From an optimization exercise on the open Yosys and OpenROAD flow, aimed at small area; shortcuts taken in it are not production practice.
RTL that was checked went through simulation tests only; none was proved equivalent to the original.
Power is estimated from default activity; no workload was simulated.

==> 07-02: inputs <==
==> flow/design.v <==
module fir_mac_serial (
  input  logic               clk,
  input  logic               reset,
  input  logic               in_valid_i,
  output logic               in_ready_o,
  input  logic signed [15:0] in_data_i,
  input  logic               coef_we_i,
  input  logic [3:0]         coef_addr_i,
  input  logic signed [15:0] coef_data_i,
  output logic               coef_err_o,
  output logic               out_valid_o,
  output logic signed [15:0] out_data_o,
  output logic               busy_o
);
  localparam logic [2:0] S_INIT = 3'd0, S_IDLE = 3'd1, S_PEND = 3'd2,
                         S_WAIT = 3'd3, S_COMP = 3'd4, S_NEG = 3'd5,
                         S_OUTV = 3'd6;
  logic [2:0]   st;
  logic [7:0]   t;
  logic [3:0]   base;
  logic         cerr;
  logic [255:0] hq;
  logic [15:0]  xq [0:15];
  logic [20:0]  r;
  logic init, idle, pend, wait_s, comp, neg, outv;
  assign init   = (st == S_INIT);
  assign idle   = (st == S_IDLE);
  assign pend   = (st == S_PEND);
  assign wait_s = (st == S_WAIT);
  assign comp   = (st == S_COMP);
  assign neg    = (st == S_NEG);
  assign outv   = (st == S_OUTV);
  logic [7:0] t_n;
  assign t_n = t + 8'd1;
  logic wr_ph, wr, acc;
  assign wr_ph      = (t[7:4] == 4'hf) && (t[3:0] == coef_addr_i);
  assign in_ready_o = idle && (!coef_we_i || wr_ph);
  assign busy_o     = !in_ready_o;
  assign wr         = coef_we_i && in_ready_o;
  assign acc        = in_valid_i && in_ready_o;
  logic k15, hi0, hif;
  assign k15 = (t_n[3:0] == base);
  assign hi0 = (t_n[7:4] == 4'h0);
  assign hif = (t_n[7:4] == 4'hf);
  logic hbit, shift, cin, ins;
  logic [20:0] rm, add, sum;
  assign hbit  = hq[8'(9'd256 - {5'd0, base})];
  assign shift = comp && k15;
  assign cin   = (neg && hbit) || (comp && k15 && hif);
  assign rm    = (comp || neg || pend) ? r : 21'd0;
  assign add   = idle ? {{5{in_data_i[15]}}, in_data_i} :
                 ((comp || neg) && hbit) ? {{5{xq[0][15] ^ neg}}, xq[0] ^ {16{neg}}} : 21'd0;
  assign sum   = rm + add + {20'd0, cin};
  assign ins   = init || (pend && k15);
  always_ff @(posedge clk) begin
    for (int q = 0; q < 255; q++) hq[q] <= hq[q+1];
    for (int m = 0; m < 15; m++) if (wr) hq[16*m+15] <= coef_data_i[m];
    hq[255] <= wr ? coef_data_i[15] : init ? (t == 8'd0) : hq[0];
    for (int s = 0; s < 15; s++) xq[s] <= xq[s+1];
    xq[15] <= ins ? r[15:0] : xq[0];
    r <= shift ? {sum[20], sum[20:1]} : sum;
  end
  always_ff @(posedge clk or posedge reset) begin
    if (reset) begin
      st   <= S_INIT;
      t    <= 8'd0;
      base <= 4'd0;
      cerr <= 1'b0;
    end else begin
      t    <= t_n;
      cerr <= coef_we_i && !in_ready_o;
      case (st)
        S_INIT: if (t == 8'hff) st <= S_IDLE;
        S_IDLE: if (acc) st <= S_PEND;
        S_PEND: if (k15) begin
          st   <= S_WAIT;
          base <= base - 4'd1;
        end
        S_WAIT: if (k15 && hi0) st <= S_COMP;
        S_COMP: if (k15 && hif) st <= S_NEG;
        S_NEG:  if (k15) st <= S_OUTV;
        default: st <= S_IDLE;
      endcase
    end
  end
  logic ovf;
  assign ovf         = !((&r[20:15]) || !(|r[20:15]));
  assign out_data_o  = ovf ? {r[20], {15{!r[20]}}} : r[15:0];
  assign out_valid_o = outv;
  assign coef_err_o  = cerr;
endmodule
module fir_q15 (
  input  logic               clk,
  input  logic               reset,
  input  logic               in_valid_i,
  output logic               in_ready_o,
  input  logic signed [15:0] in_data_i,
  input  logic               coef_we_i,
  input  logic [3:0]         coef_addr_i,
  input  logic signed [15:0] coef_data_i,
  output logic               coef_err_o,
  output logic               out_valid_o,
  output logic signed [15:0] out_data_o,
  output logic               busy_o
);
  fir_mac_serial u_fir (
    .clk(clk), .reset(reset),
    .in_valid_i(in_valid_i), .in_ready_o(in_ready_o), .in_data_i(in_data_i),
    .coef_we_i(coef_we_i), .coef_addr_i(coef_addr_i), .coef_data_i(coef_data_i),
    .coef_err_o(coef_err_o),
    .out_valid_o(out_valid_o), .out_data_o(out_data_o), .busy_o(busy_o)
  );
endmodule
==> flow/run.sh <==
#!/bin/bash
# synth_recipe.tcl (not shown) runs the flow's synth.tcl, then flattens the netlist and writes it again
# the make line also repeats each setting of config.mk as NAME=value (left out here)
make -C /OpenROAD-flow-scripts/flow DESIGN_CONFIG=/design/flow/config.mk WORK_HOME=/design/flow/orfs CLKGATE_MAP_FILE= SYNTH_SCRIPT=/design/flow/synth_recipe.tcl finish
==> flow/config.mk <==
export PLATFORM = sky130hd
export DESIGN_NAME = fir_q15
export DESIGN_NICKNAME = fir_q15
export VERILOG_FILES = /design/flow/design.v
export SDC_FILE = /design/flow/constraint.sdc
export NUM_CORES = 4
export LEC_CHECK = 0
export CAP_MARGIN = 20
export CORE_MARGIN = 2
export CORE_UTILIZATION = 60
export CTS_BUF_LIST = sky130_fd_sc_hd__clkbuf_8
export CTS_CLUSTER_DIAMETER = 100
export CTS_CLUSTER_SIZE = 16
export SLEW_MARGIN = 20
==> flow/constraint.sdc <==
create_clock -name core_clock -period 10.0 [get_ports {clk}]
set_input_delay 2.0000 -clock core_clock [delete_from_list [all_inputs] [get_ports {clk}]]
set_output_delay 2.0000 -clock core_clock [all_outputs]
set_load 0.01 [all_outputs]
==> inputs of 01-21, as changes to 07-02 <==
==> flow/design.v, changed modules only <==
module fir_mac_serial (
  input  logic               clk,
  input  logic               reset,
  input  logic               in_valid_i,
  output logic               in_ready_o,
  input  logic signed [15:0] in_data_i,
  input  logic               coef_we_i,
  input  logic [3:0]         coef_addr_i,
  input  logic signed [15:0] coef_data_i,
  output logic               coef_err_o,
  output logic               out_valid_o,
  output logic signed [15:0] out_data_o,
  output logic               busy_o
);
  localparam logic [2:0] S_INIT = 3'd0, S_IDLE = 3'd1, S_PEND = 3'd2,
                         S_WAIT = 3'd3, S_COMP = 3'd4, S_NEG = 3'd5,
                         S_OUTV = 3'd6;
  logic [2:0]   st;
  logic [7:0]   t;
  logic [3:0]   bm;
  logic         cerr;
  logic [255:0] hq;
  logic [15:0]  xq [0:15];
  logic [20:0]  r;
  logic         hb;
  logic init, idle, pend, wait_s, comp, neg, outv;
  assign init   = (st == S_INIT);
  assign idle   = (st == S_IDLE);
  assign pend   = (st == S_PEND);
  assign wait_s = (st == S_WAIT);
  assign comp   = (st == S_COMP);
  assign neg    = (st == S_NEG);
  assign outv   = (st == S_OUTV);
  logic wr_ph, wr, acc;
  assign wr_ph      = thf && (t[3:0] == coef_addr_i);
  assign in_ready_o = idle && (!coef_we_i || wr_ph);
  assign busy_o     = !in_ready_o;
  assign wr         = coef_we_i && in_ready_o;
  assign acc        = in_valid_i && in_ready_o;
  logic k15, th0, thf;
  assign k15 = (t[3:0] == bm);
  assign th0 = (t[7:4] == 4'h0);
  assign thf = (t[7:4] == 4'hf);
  logic mac, shift, ins;
  logic [20:0] rm, add, sum;
  assign mac   = comp || neg;
  assign shift = comp && k15;
  assign rm    = (mac || pend) ? r : 21'd0;
  assign add   = idle ? {{5{in_data_i[15]}}, in_data_i} :
                 (mac && hb) ? {{5{xq[0][15] ^ neg}}, xq[0] ^ {16{neg}}} :
                 {6'd0, wait_s, 14'd0};
  assign ins   = init || (pend && k15);
  logic [16:0] cy;
  assign cy[0] = neg && hb;
  for (genvar b = 0; b < 16; b++) begin : g_add
    assign sum[b]  = rm[b] ^ add[b] ^ cy[b];
    assign cy[b+1] = (rm[b] & add[b]) | (rm[b] & cy[b]) | (add[b] & cy[b]);
  end
  assign sum[20:16] = rm[20:16] + add[20:16] + {4'd0, cy[16]};
  logic [15:0] taps;
  for (genvar i = 0; i < 16; i++) begin : g_tap
    assign taps[i] = hq[(256 - i) % 256];
  end
  always_ff @(posedge clk) begin
    for (int q = 0; q < 255; q++) hq[q] <= hq[q+1];
    for (int m = 0; m < 15; m++) if (wr) hq[16*m+15] <= coef_data_i[m];
    hq[255] <= wr ? coef_data_i[15] : init ? (t == 8'd0) : hq[0];
    hb <= taps[bm];
    for (int s = 0; s < 15; s++) xq[s] <= xq[s+1];
    xq[15] <= ins ? r[15:0] : xq[0];
    r <= shift ? {sum[20], sum[20:1]} : sum;
  end
  always_ff @(posedge clk or posedge reset) begin
    if (reset) begin
      st   <= S_INIT;
      t    <= 8'd0;
      bm   <= 4'hf;
      cerr <= 1'b0;
    end else begin
      t    <= t + 8'd1;
      cerr <= coef_we_i && !in_ready_o;
      case (st)
        S_INIT: if (t == 8'hff) st <= S_IDLE;
        S_IDLE: if (acc) st <= S_PEND;
        S_PEND: if (k15) begin
          st <= S_WAIT;
          bm <= bm - 4'd1;
        end
        S_WAIT: if (k15 && th0) st <= S_COMP;
        S_COMP: if (k15 && thf) st <= S_NEG;
        S_NEG:  if (k15) st <= S_OUTV;
        default: st <= S_IDLE;
      endcase
    end
  end
  logic ovf;
  assign ovf         = !((&r[20:15]) || !(|r[20:15]));
  assign out_data_o  = ovf ? {r[20], {15{!r[20]}}} : r[15:0];
  assign out_valid_o = outv;
  assign coef_err_o  = cerr;
endmodule
==> flow/flow/run.sh (new file) <==
#!/bin/bash
# The standard layout, with the port buffers made from the smallest buffer cell
# and the clock tree built from fewer, larger sink clusters.
set -euo pipefail
export BUFFER_PORTS_ARGS="-buffer_cell sky130_fd_sc_hd__buf_1"
export CTS_ARGS="-sink_clustering_enable -repair_clock_nets -sink_clustering_size 20 -sink_clustering_max_diameter 60 -buf_list sky130_fd_sc_hd__clkbuf_8 -dont_use_dummy_load"
bash standard.sh > standard.log 2>&1
==> flow/standard.sh (new file) <==
#!/bin/bash
# synth_recipe.tcl (not shown) runs the flow's synth.tcl, then flattens the netlist and writes it again
# the make line also repeats each setting of config.mk as NAME=value (left out here)
make -C /OpenROAD-flow-scripts/flow DESIGN_CONFIG=/design/flow/config.mk WORK_HOME=/design/flow/orfs CLKGATE_MAP_FILE= SYNTH_SCRIPT=/design/flow/synth_recipe.tcl "${@:-finish}"
- CTS_BUF_LIST: sky130_fd_sc_hd__clkbuf_8 -> unset
- CTS_CLUSTER_DIAMETER: 100 -> unset
- CTS_CLUSTER_SIZE: 16 -> unset
removed: flow/run.sh
==> summary.txt <==
The flow ran to the end and the layout has no timing, DRC or antenna violations. The maximum clock frequency came out at between 150 and 200 MHz. The met1 layer wirelength in the final routing is slightly below 10000 microns. The path depth of the worst reg2reg path came out at 19. The inverter count of the layout excluding clock inverters came out at 10. The static leakage power came out at ~6.4 nW. The global placement routability congestion came out at ~0.84.

Counting the fill cells in the layout gives approximately 1700. The flip-flop and latch share of the layout cell area came out at 71.0%.
The numbers above come from 07-02.

==> summary.txt <==
At the placement stage, the worst setup path has a slack of -253 ps. The inverter count of the layout excluding clock inverters is between 40 and 50. The total area of multi-input combinational cells came out at around 0.0022 sq mm. The number of instances on the worst hold path is 0. The flip-flop and latch share of the layout cell area came out at between 70 and 80%. The path depth of the worst reg2reg path came out at 32. The layout filler cell count is between 1500 and 2000.

The maximum clock frequency came out at around 100 MHz. The flow ran to the end and the layout has no timing, DRC or antenna violations. After detailed routing, the wire length on met1 is between 9000 and 10000 microns. The static leakage power is 6.00 nW.

The met3 wirelength from detailed routing came out at slightly above 900 microns. The congestion estimate from routability-driven global placement came to 0.801.
The numbers above come from 01-21.

Function not checked in 07-02: the RTL went through the layout flow alone.

## separate check: timing with driven ports
How much do the figures lean on ideal ports? The routed layouts below were timed once more, with nothing changed but the port constraints.
Step 1, drivers: a clkbuf_16 drives clk and a buf_2 each remaining input, both assumed.
Step 2, shift: input delay + t, output delay - t, t = (earliest + latest rising clock arrival at the registers) / 2. This alone moves slack from input paths to output paths.
a / b / c = no drivers / after step 1 / after step 2; a / b = the first two.
run	t (ns)	setup WS [ns]	worst hold slack (ns)	worst data-port slew with drivers (ns)	cell pins on the clock port's net
07-02	0.585	4.017 / 4.017 / 4.017	0.318 / 0.318 / 0.318	0.04	1
01-21	0.562	0.332 / 0.348 / -0.214	0.296 / 0.296 / 0.296	0.04	1
Met with ideal ports but missed after step 2: setup timing in 01-21. The setup slack of 01-21, which loses most, moves by +0.016 ns with the drivers and by -0.546 ns with both steps.
